What follows belongs to an exercise in optimizing a design on an open flow for small area and a short achievable clock period; a production flow would make more cautious choices. RTL that was checked went through simulation tests only; none was proved equivalent to the original. Power and IR drop assume default switching activity.

// diffeq_fu_core
module diffeq_fu_core
#(
    parameter int unsigned WIDTH = diffeq_pkg::DEFAULT_WIDTH
) (
    input  logic                    clk,
    input  logic                    reset,
    input  logic                    en,
    input  logic signed [WIDTH-1:0] v1,
    input  logic signed [WIDTH-1:0] v2,
    input  logic signed [WIDTH-1:0] v3,
    input  logic signed [WIDTH-1:0] v4,
    input  logic signed [WIDTH-1:0] v5,
    input  logic signed [WIDTH-1:0] v6,
    input  logic                    mode,
    output logic signed [WIDTH-1:0] w1,
    output logic signed [WIDTH-1:0] w2,
    output logic signed [WIDTH-1:0] w3,
    output logic signed [WIDTH-1:0] r1,
    output logic signed [WIDTH-1:0] r2,
    output logic signed [WIDTH-1:0] r3,
    output logic                    ovf1,
    output logic                    ovf2,
    output logic                    ovf3,
    output logic                    valid
);
For scale: about 200 I/O pins.
==> flow/config.mk <==
export PLATFORM = sky130hd
export DESIGN_NAME = diffeq_fu_core
export DESIGN_NICKNAME = diffeq_fu_core
export VERILOG_FILES = /design/flow/design.v
export SDC_FILE = /design/flow/constraint.sdc
export NUM_CORES = 4
export LEC_CHECK = 0
export CAP_MARGIN = 0
export CORE_MARGIN = 2
export CORE_UTILIZATION = 40
export SETUP_SLACK_MARGIN = 1.4
export SLEW_MARGIN = 0
export SYNTH_HIERARCHICAL = 1
export SYNTH_MINIMUM_KEEP_SIZE = 0
==> flow/constraint.sdc <==
create_clock -name core_clock -period 10.0 [get_ports {clk}]
set_input_delay 2.0000 -clock core_clock [delete_from_list [all_inputs] [get_ports {clk}]]
set_output_delay 2.0000 -clock core_clock [all_outputs]
set_load 0.01 [all_outputs]
standard.sh (not shown) runs the stock make flow with config.mk's settings and CLKGATE_MAP_FILE= SYNTH_SCRIPT=/design/flow/synth_recipe.tcl, a recipe that flattens the netlist after the stock synthesis.
==> flow/flow/run.sh <==
#!/bin/bash
# The standard layout (standard.sh) with two changes:
#  - the port buffers are the smallest buffer cell, sky130_fd_sc_hd__buf_1;
#  - before floorplanning, flow/downsize.tcl gives each combinational cell its smallest
#    drive strength, so that timing repair upsizes only the cells that need it.
export BUFFER_PORTS_ARGS="-buffer_cell sky130_fd_sc_hd__buf_1"
export PRE_FLOORPLAN_TCL="$PWD/flow/downsize.tcl"
bash standard.sh > standard_run.log 2>&1
==> flow/flow/downsize.tcl <==
# Before floorplanning: give every combinational cell the smallest drive strength of its
# function; the timing repair later upsizes only the cells that need it.
set n 0
foreach inst [get_cells *] {
  set m [get_property $inst ref_name]
  if { ![regexp {^(sky130_fd_sc_hd__[a-z0-9]+)_([0-9]+)$} $m -> base sz] } { continue }
  if { [regexp {df|dl|sdf|edf|conb|fa$|ha$|tap|fill|decap|clkbuf|buf$|bufbuf|dly|clkinv} $base] } { continue }
  set best $m
  set best_area [get_property [get_lib_cells */$m] area]
  foreach alt [get_lib_cells */${base}_*] {
    set an [get_name $alt]
    if { ![regexp "^${base}_\[0-9\]+\$" $an] } { continue }
    if { [get_property $alt dont_use] } { continue }
    set a [get_property $alt area]
    if { $a < $best_area } { set best $an; set best_area $a }
  }
  if { $best ne $m } {
    replace_cell $inst $best
    incr n
  }
}
puts "downsize.tcl: resized $n instances to their smallest drive"
Next try:
Settings changed: SETUP_SLACK_MARGIN 1.4 to 1.8.
Combinational power goes up by about 14%.
Non-clock buffer count goes up by 10.
Via count goes up by about 1.4%.
Worst hold slack hardly moves.
Worst setup slack is better by 0.28 ns.
Cell area goes up by 3.9%.
Total power goes up by about 12%.
Sequential power stays flat.
Final cell count goes up by about 0.64%.

---

run 1:
Another version of the RTL of diffeq_fu_core (not shown whole).
Size: roughly 200 I/O pins, about 12000 um^2 of cells after synthesis.
clock: 10.0 ns
lec_check: 0
cap_margin: 20
core_margin: 2
core_utilization: 40
setup_slack_margin: 1.8
slew_margin: 20
synth_hierarchical: 1
synth_minimum_keep_size: 0
==> flow/flow/run.sh <==
#!/bin/bash
# Standard layout, with the port buffers made from the smallest buffer cell.
export BUFFER_PORTS_ARGS="-buffer_cell sky130_fd_sc_hd__buf_1"

bash standard.sh > standard_run.log 2>&1
The following lists how run 2 was set up differently from run 1:
Settings: SETUP_SLACK_MARGIN: 1.8 -> 1.5.
Notes after the runs:
- Run 1 → run 2: total power after layout saw a decrease; routed wire length down about 2.8%.
- Run 1 -> run 2: clock network contribution to total cell area flat
- Proportion of final cell area spent on non-clock buffers on run 2 is down relative to run 1.
- On number of inserted filler cells in the final layout: between run 2 and run 1, it ends up lower for run 1.
- Count of non-CTS buffers in the layout, run 2 vs run 1: down by more than 10%
- Compared run 1 against run 2; average detailed-routed wire length per instance within noise.
- Cell area reported after detailed placement (run 2 over run 1): decrease, 0.33%
Here is what was changed in the inputs of run 3 compared with run 2.
Settings: swapping 1.5 for 2 in SETUP_SLACK_MARGIN.
When run 3 is set beside run 2, its sequential share of cell area turns out to be 1.1 points smaller.
Against run 2, run 3 reports a buffer count excluding the clock tree in the final layout that is higher.
The higher cell area power density of run 3 and run 2 is in run 3.
On CTS clock-pin slew for the worst setup and hold paths, run 2 tracks run 3 almost exactly.
Across both runs, critical path depth was lower for run 3 than for run 2.
Setup changes, run 3 to run 4
Settings: changing SETUP_SLACK_MARGIN from 2 to 1.6.
==> flow/flow/run.sh <==
#!/bin/bash
# The standard layout (standard.sh) with two changes:
#  - the port buffers are the smallest buffer cell, sky130_fd_sc_hd__buf_1;
#  - before floorplanning, flow/downsize.tcl gives each combinational cell its smallest
#    drive strength, so that timing repair upsizes only the cells that need it.
export BUFFER_PORTS_ARGS="-buffer_cell sky130_fd_sc_hd__buf_1"
export PRE_FLOORPLAN_TCL="$PWD/flow/downsize.tcl"
bash standard.sh > standard_run.log 2>&1
==> flow/flow/downsize.tcl (new file) <==
# Before floorplanning: give every combinational cell the smallest drive strength of its
# function; the timing repair later upsizes only the cells that need it.
set n 0
foreach inst [get_cells *] {
  set m [get_property $inst ref_name]
  if { ![regexp {^(sky130_fd_sc_hd__[a-z0-9]+)_([0-9]+)$} $m -> base sz] } { continue }
  if { [regexp {df|dl|sdf|edf|conb|fa$|ha$|tap|fill|decap|clkbuf|buf$|bufbuf|dly|clkinv} $base] } { continue }
  set best $m
  set best_area [get_property [get_lib_cells */$m] area]
  foreach alt [get_lib_cells */${base}_*] {
    set an [get_name $alt]
    if { ![regexp "^${base}_\[0-9\]+\$" $an] } { continue }
    if { [get_property $alt dont_use] } { continue }
    set a [get_property $alt area]
    if { $a < $best_area } { set best $an; set best_area $a }
  }
  if { $best ne $m } {
    replace_cell $inst $best
    incr n
  }
}
puts "downsize.tcl: resized $n instances to their smallest drive"
Notes after the runs:
- Run 4 against run 3: timing-limited maximum frequency has decreased; final area now smaller; endpoint arrival time on the critical path now sits higher; via count shrank by 533; utilization -5.7 points.
- Run 4 closes out successfully: all stages finished, all timing, DRC and antenna checks passed.
- Global-route usage over all layers: run 4 lower than run 3
- Summary of run 4 over run 3: post-route worst setup slack decreased 200 ps; share of power burned in combinational logic decreased 1.5 points; chip width decreased 0.91%.
Setup changes, run 4 to run 5
Settings: SETUP_SLACK_MARGIN now 0.5, was 1.6.
==> flow/flow/run.sh <==
#!/bin/bash
# Standard layout, with the port buffers made from the smallest buffer cell.
export BUFFER_PORTS_ARGS="-buffer_cell sky130_fd_sc_hd__buf_1"

bash standard.sh > standard_run.log 2>&1
removed: flow/flow/downsize.tcl
### Flow results
On routed wire length, run 5 and run 4 are neck and neck.
Diff run 4..run 5 | sum of met2 wire segment lengths after detailed routing | negligible
Looking at wire length of the first global-routing pass, run 5 sits about 2.4% higher than run 4 does.
Run 5 -> run 4: deepest clock path buffer count delta 0, exact match
On setup slack, the lower figure sits with run 5, not run 4.
Run 5 vs. run 4: final RePlAce weighted congestion shows an increase of about 3.7%; core utilization of the finished layout went down; post-CTS setup-driven buffer insertion count now smaller; highest attainable clock frequency went down by 8.7 MHz.
On run 5: share of the clock period used by the worst path after layout is 6.5 points higher than what run 4 gave.

---

== 04-28 ==
diffeq_fu_core, a different RTL version from the one above (not shown whole).
export LEC_CHECK = 0
export CAP_MARGIN = 0
export CORE_MARGIN = 2
export CORE_UTILIZATION = 40
export SETUP_SLACK_MARGIN = 1.8
export SLEW_MARGIN = 0
export SYNTH_HIERARCHICAL = 1
export SYNTH_MINIMUM_KEEP_SIZE = 0
create_clock -name core_clock -period 10.0 [get_ports {clk}]
==> flow/flow/run.sh <==
#!/bin/bash
# The standard layout (standard.sh) with two changes:
#  - the port buffers are the smallest buffer cell, sky130_fd_sc_hd__buf_1;
#  - before floorplanning, flow/downsize.tcl gives each combinational cell its smallest
#    drive strength, so that timing repair upsizes only the cells that need it.
export BUFFER_PORTS_ARGS="-buffer_cell sky130_fd_sc_hd__buf_1"
export PRE_FLOORPLAN_TCL="$PWD/flow/downsize.tcl"
bash standard.sh > standard_run.log 2>&1
==> flow/flow/downsize.tcl <==
# Before floorplanning: give every combinational cell the smallest drive strength of its
# function; the timing repair later upsizes only the cells that need it.
set n 0
foreach inst [get_cells *] {
  set m [get_property $inst ref_name]
  if { ![regexp {^(sky130_fd_sc_hd__[a-z0-9]+)_([0-9]+)$} $m -> base sz] } { continue }
  if { [regexp {df|dl|sdf|edf|conb|fa$|ha$|tap|fill|decap|clkbuf|buf$|bufbuf|dly|clkinv} $base] } { continue }
  set best $m
  set best_area [get_property [get_lib_cells */$m] area]
  foreach alt [get_lib_cells */${base}_*] {
    set an [get_name $alt]
    if { ![regexp "^${base}_\[0-9\]+\$" $an] } { continue }
    if { [get_property $alt dont_use] } { continue }
    set a [get_property $alt area]
    if { $a < $best_area } { set best $an; set best_area $a }
  }
  if { $best ne $m } {
    replace_cell $inst $best
    incr n
  }
}
puts "downsize.tcl: resized $n instances to their smallest drive"
The flow did not stop early for 04-28: all stages ran, and the layout cleared the timing, design-rule and antenna checks.
The following lists how 11-27 was set up differently from 04-28:
diff --git a/flow/flow/run.sh b/flow/flow/run.sh
--- a/flow/flow/run.sh
+++ b/flow/flow/run.sh
@@ -7,2 +7,3 @@
 export PRE_FLOORPLAN_TCL="$PWD/flow/downsize.tcl"
+export SETUP_MOVE_SEQUENCE="unbuffer,sizeup,swap"
 bash standard.sh > standard_run.log 2>&1
Notes after the runs:
The final layout from 11-27, which completed every stage, passed the timing, design-rule and antenna checks at the end of the flow.
Between 11-27 and 04-28, the total power consumption of the routed design is lower for 11-27.
Between 04-28 and 11-27, critical path depth increased.
Cell count: 11-27 lower than 04-28
04-28 leaves more setup margin than 11-27.
[compare] base=04-28 new=11-27: minimum clock period went up by 0.064 ns, via count went down by 62, maximum achievable frequency went down by about 0.8%, initial detailed-routing violation count went up by about 0.8%.
No run of this note included a check of the RTL's function; only the layout flow was run.

---

v32:
diffeq_fu_core, a different RTL version from the one above (not shown whole).
Size in the first run: roughly 200 I/O pins.
Settings: LEC_CHECK=0, CAP_MARGIN=20, CORE_MARGIN=2, CORE_UTILIZATION=40, SETUP_SLACK_MARGIN=1.4, SLEW_MARGIN=20, SYNTH_HIERARCHICAL=1, SYNTH_MINIMUM_KEEP_SIZE=0; clock period 10.0 ns.
==> flow/flow/run.sh <==
#!/bin/bash
# The standard layout (standard.sh) with two changes:
#  - the port buffers are the smallest buffer cell, sky130_fd_sc_hd__buf_1;
#  - before floorplanning, flow/downsize.tcl gives each combinational cell its smallest
#    drive strength, so that timing repair upsizes only the cells that need it.
export BUFFER_PORTS_ARGS="-buffer_cell sky130_fd_sc_hd__buf_1"
export PRE_FLOORPLAN_TCL="$PWD/flow/downsize.tcl"
bash standard.sh > standard_run.log 2>&1
Scripts as last shown in full above: flow/flow/downsize.tcl
Relative to v32, the following input files were edited for v21:
# v32
export LEC_CHECK = 0
export CAP_MARGIN = 20
export CORE_MARGIN = 2
export CORE_UTILIZATION = 40
export SETUP_SLACK_MARGIN = 1.4
export SLEW_MARGIN = 20
export SYNTH_HIERARCHICAL = 1
export SYNTH_MINIMUM_KEEP_SIZE = 0
create_clock -name core_clock -period 10.0 [get_ports {clk}]
# v21
export LEC_CHECK = 0
export CAP_MARGIN = 0
export CORE_MARGIN = 2
export CORE_UTILIZATION = 40
export SETUP_SLACK_MARGIN = 1.8
export SLEW_MARGIN = 0
export SYNTH_HIERARCHICAL = 1
export SYNTH_MINIMUM_KEEP_SIZE = 0
create_clock -name core_clock -period 10.0 [get_ports {clk}]
v21 falls short of v32 in final wirelength. From v32 to v21 the numbers moved as follows: largest net degree at the start of global routing stayed essentially flat, routed metal-1 wire length lost 100 µm, global-route met1 utilization rose by 0.37 points. Of v21 and v32, v32 shows the lower design area, with v21 above it.
Inputs modified between v21 and v52:
# v21
export LEC_CHECK = 0
export CAP_MARGIN = 0
export CORE_MARGIN = 2
export CORE_UTILIZATION = 40
export SETUP_SLACK_MARGIN = 1.8
export SLEW_MARGIN = 0
export SYNTH_HIERARCHICAL = 1
export SYNTH_MINIMUM_KEEP_SIZE = 0
create_clock -name core_clock -period 10.0 [get_ports {clk}]
# v52
export LEC_CHECK = 0
export CAP_MARGIN = 0
export CORE_MARGIN = 2
export CORE_UTILIZATION = 40
export SETUP_SLACK_MARGIN = 1.6
export SLEW_MARGIN = 0
export SYNTH_HIERARCHICAL = 1
export SYNTH_MINIMUM_KEEP_SIZE = 0
create_clock -name core_clock -period 10.0 [get_ports {clk}]
--- outcome ---
Of v52 and v21, it is v52 that has the higher number of cells on the critical path.
Portion of total power attributed to the clock network, v52 and v21, lower one = v21.
Wire: v52 routes less than v21
On worst hold-check slack, v52 and v21 are basically level.
Total power consumption of the routed design was higher in the run labelled v21.
In the tables for v52 and v21, fraction of area in registers reads higher with v52.
Per the comparison of v52 with v21, post-route worst setup slack now sits lower, routed wirelength normalized by instance count now sits lower, detailed-route via count now sits lower, synthesized cell count now sits at about the same level.
Diff v52 and v21: fraction of final layout cells sized beyond drive strength 1 lower in v52
No functional check of the RTL was part of any run of this note.

---

Another version of the RTL of diffeq_fu_core (not shown whole).
For scale: about 1200 cells after synthesis, about 200 I/O pins.
clock: 10.0 ns
lec_check: 0
cap_margin: 20
core_margin: 2
core_utilization: 40
setup_slack_margin: 1.6
slew_margin: 20
synth_hierarchical: 1
synth_minimum_keep_size: 0
Scripts as last shown in full above: flow/flow/run.sh, flow/flow/downsize.tcl
The starting point went through all stages and came out clean.
Edit:
--- a/flow/flow/run.sh
+++ b/flow/flow/run.sh
@@ -6,3 +6,4 @@
 export BUFFER_PORTS_ARGS="-buffer_cell sky130_fd_sc_hd__buf_1"
 export PRE_FLOORPLAN_TCL="$PWD/flow/downsize.tcl"
+export SETUP_MOVE_SEQUENCE="unbuffer,sizeup,swap"
 bash standard.sh > standard_run.log 2>&1
Settings changed: CAP_MARGIN 20 to 0, SETUP_SLACK_MARGIN 1.6 to 1.8, SLEW_MARGIN 20 to 0.
The new run finished with timing, DRC and antenna clean. Clock-buffer cell count stays the same. Non-clock buffer count does not change. Wire length is about the same. First-iteration DRC count decreases by 7.3%. Fmax goes up by 2.4%. Cell area climbs by 0.66%.

---

Another version of the RTL of diffeq_fu_core (not shown whole).
clock: 10.0 ns
lec_check: 0
cap_margin: 0
core_margin: 2
core_utilization: 40
setup_slack_margin: 1.4
slew_margin: 0
synth_hierarchical: 1
synth_minimum_keep_size: 0
tns_end_percent: 0
==> flow/flow/run.sh <==
#!/bin/bash
# The standard layout (standard.sh) with two changes:
#  - the port buffers are the smallest buffer cell, sky130_fd_sc_hd__buf_1;
#  - before floorplanning, flow/downsize.tcl gives each combinational cell its smallest
#    drive strength, so that timing repair upsizes only the cells that need it.
export BUFFER_PORTS_ARGS="-buffer_cell sky130_fd_sc_hd__buf_1"
export PRE_FLOORPLAN_TCL="$PWD/flow/downsize.tcl"
bash standard.sh > standard_run.log 2>&1
Scripts as last shown in full above: flow/flow/downsize.tcl
The baseline ran to the end with no violations.
==> next run, changes <==
Settings changed: SETUP_SLACK_MARGIN 1.4 to 1.8, TNS_END_PERCENT 0 to not set.
What happened: Critical path depth is higher by 2; fmax goes up by 4.2%; design area goes up by 8.2%; routed wire length came out higher by 6.0%.
==> next run, changes <==
Settings changed: SETUP_SLACK_MARGIN 1.8 to 1.6.
Result:
- The new run completed with no timing, DRC or antenna violations
- sequential share of layout area goes up by 0.57 points
- routed wire length falls by about 5%
- final area fell by 5.1%
- utilization went down by 2.6 points
- count of clock-buffer cells in the layout came out lower by 2
- worst hold slack is about the same
- register-to-register slack gains 0.02 ns
- combinational power falls by about 11%
- sequential power hardly moves
- die area stays the same
==> next run, changes <==
Settings changed: CORE_UTILIZATION 40 to 50, SETUP_SLACK_MARGIN 1.6 to 1.4.
Hold slack degrades by 0.0038 ns.
Worst setup slack degrades by 0.11 ns.
Final cell count fell by 4.3%.
Sequential power stays flat.
Combinational power fell by about 1%.
Die area fell by 20%.

-- re-timing with driven ports --
Ports are ideal in the flow. The routed layouts listed here were re-timed in OpenROAD. Step 1 assumes that a clkbuf_16 drives the clock port and a buf_2 every other input. Step 2 adds t to the input delays and takes it off the output delays; t is the mean of the earliest and latest rising clock arrival at the registers after step 1. Input paths then give back, and output paths get back, about the clock's delay inside the block. Three values: no drivers, after step 1, after step 2; two values: the first two.
run	shift t [ns]	setup slack, ns	worst setup path after step 2	clock arrival spread, ns
the first run of note 1	0.335	1.644 / 1.622 / 1.622	input to output	0.008 / 0.009
the second run of note 1	0.330	1.929 / 1.903 / 1.903	input to output	0.008 / 0.008
run 1	0.328	1.836 / 1.795 / 1.514	input to register	0.012 / 0.013
run 2	0.330	1.632 / 1.601 / 1.601	input to output	0.005 / 0.006
run 3	0.340	1.920 / 1.783 / 1.783	input to output	0.010 / 0.010
run 4	0.333	1.719 / 1.689 / 1.689	input to output	0.020 / 0.021
run 5	0.331	1.073 / 1.003 / 1.003	input to output	0.007 / 0.007
04-28	0.350	1.934 / 1.912 / 1.912	input to output	0.018 / 0.018
11-27	0.350	1.870 / 1.848 / 1.848	input to output	0.019 / 0.019
v32	0.331	1.580 / 1.560 / 1.560	input to output	0.008 / 0.008
v21	0.331	1.924 / 1.901 / 1.901	input to output	0.009 / 0.009
v52	0.331	1.737 / 1.693 / 1.693	input to output	0.008 / 0.008
the first run of note 5	0.328	1.744 / 1.717 / 1.717	input to output	0.008 / 0.008
the second run of note 5	0.328	1.937 / 1.911 / 1.911	input to output	0.009 / 0.008
the first run of note 6	0.329	1.547 / 1.523 / 1.523	input to output	0.019 / 0.019
the second run of note 6	0.324	1.890 / 1.862 / 1.862	input to output	0.005 / 0.004
the third run of note 6	0.330	1.777 / 1.750 / 1.750	input to output	0.021 / 0.021
the fourth run of note 6	0.325	1.669 / 1.645 / 1.645	input to output	0.007 / 0.007
After both steps every run listed still meets setup and hold. For run 1, which loses most, drivers alone change the setup slack by -0.041 ns; drivers and shift together by -0.322 ns.
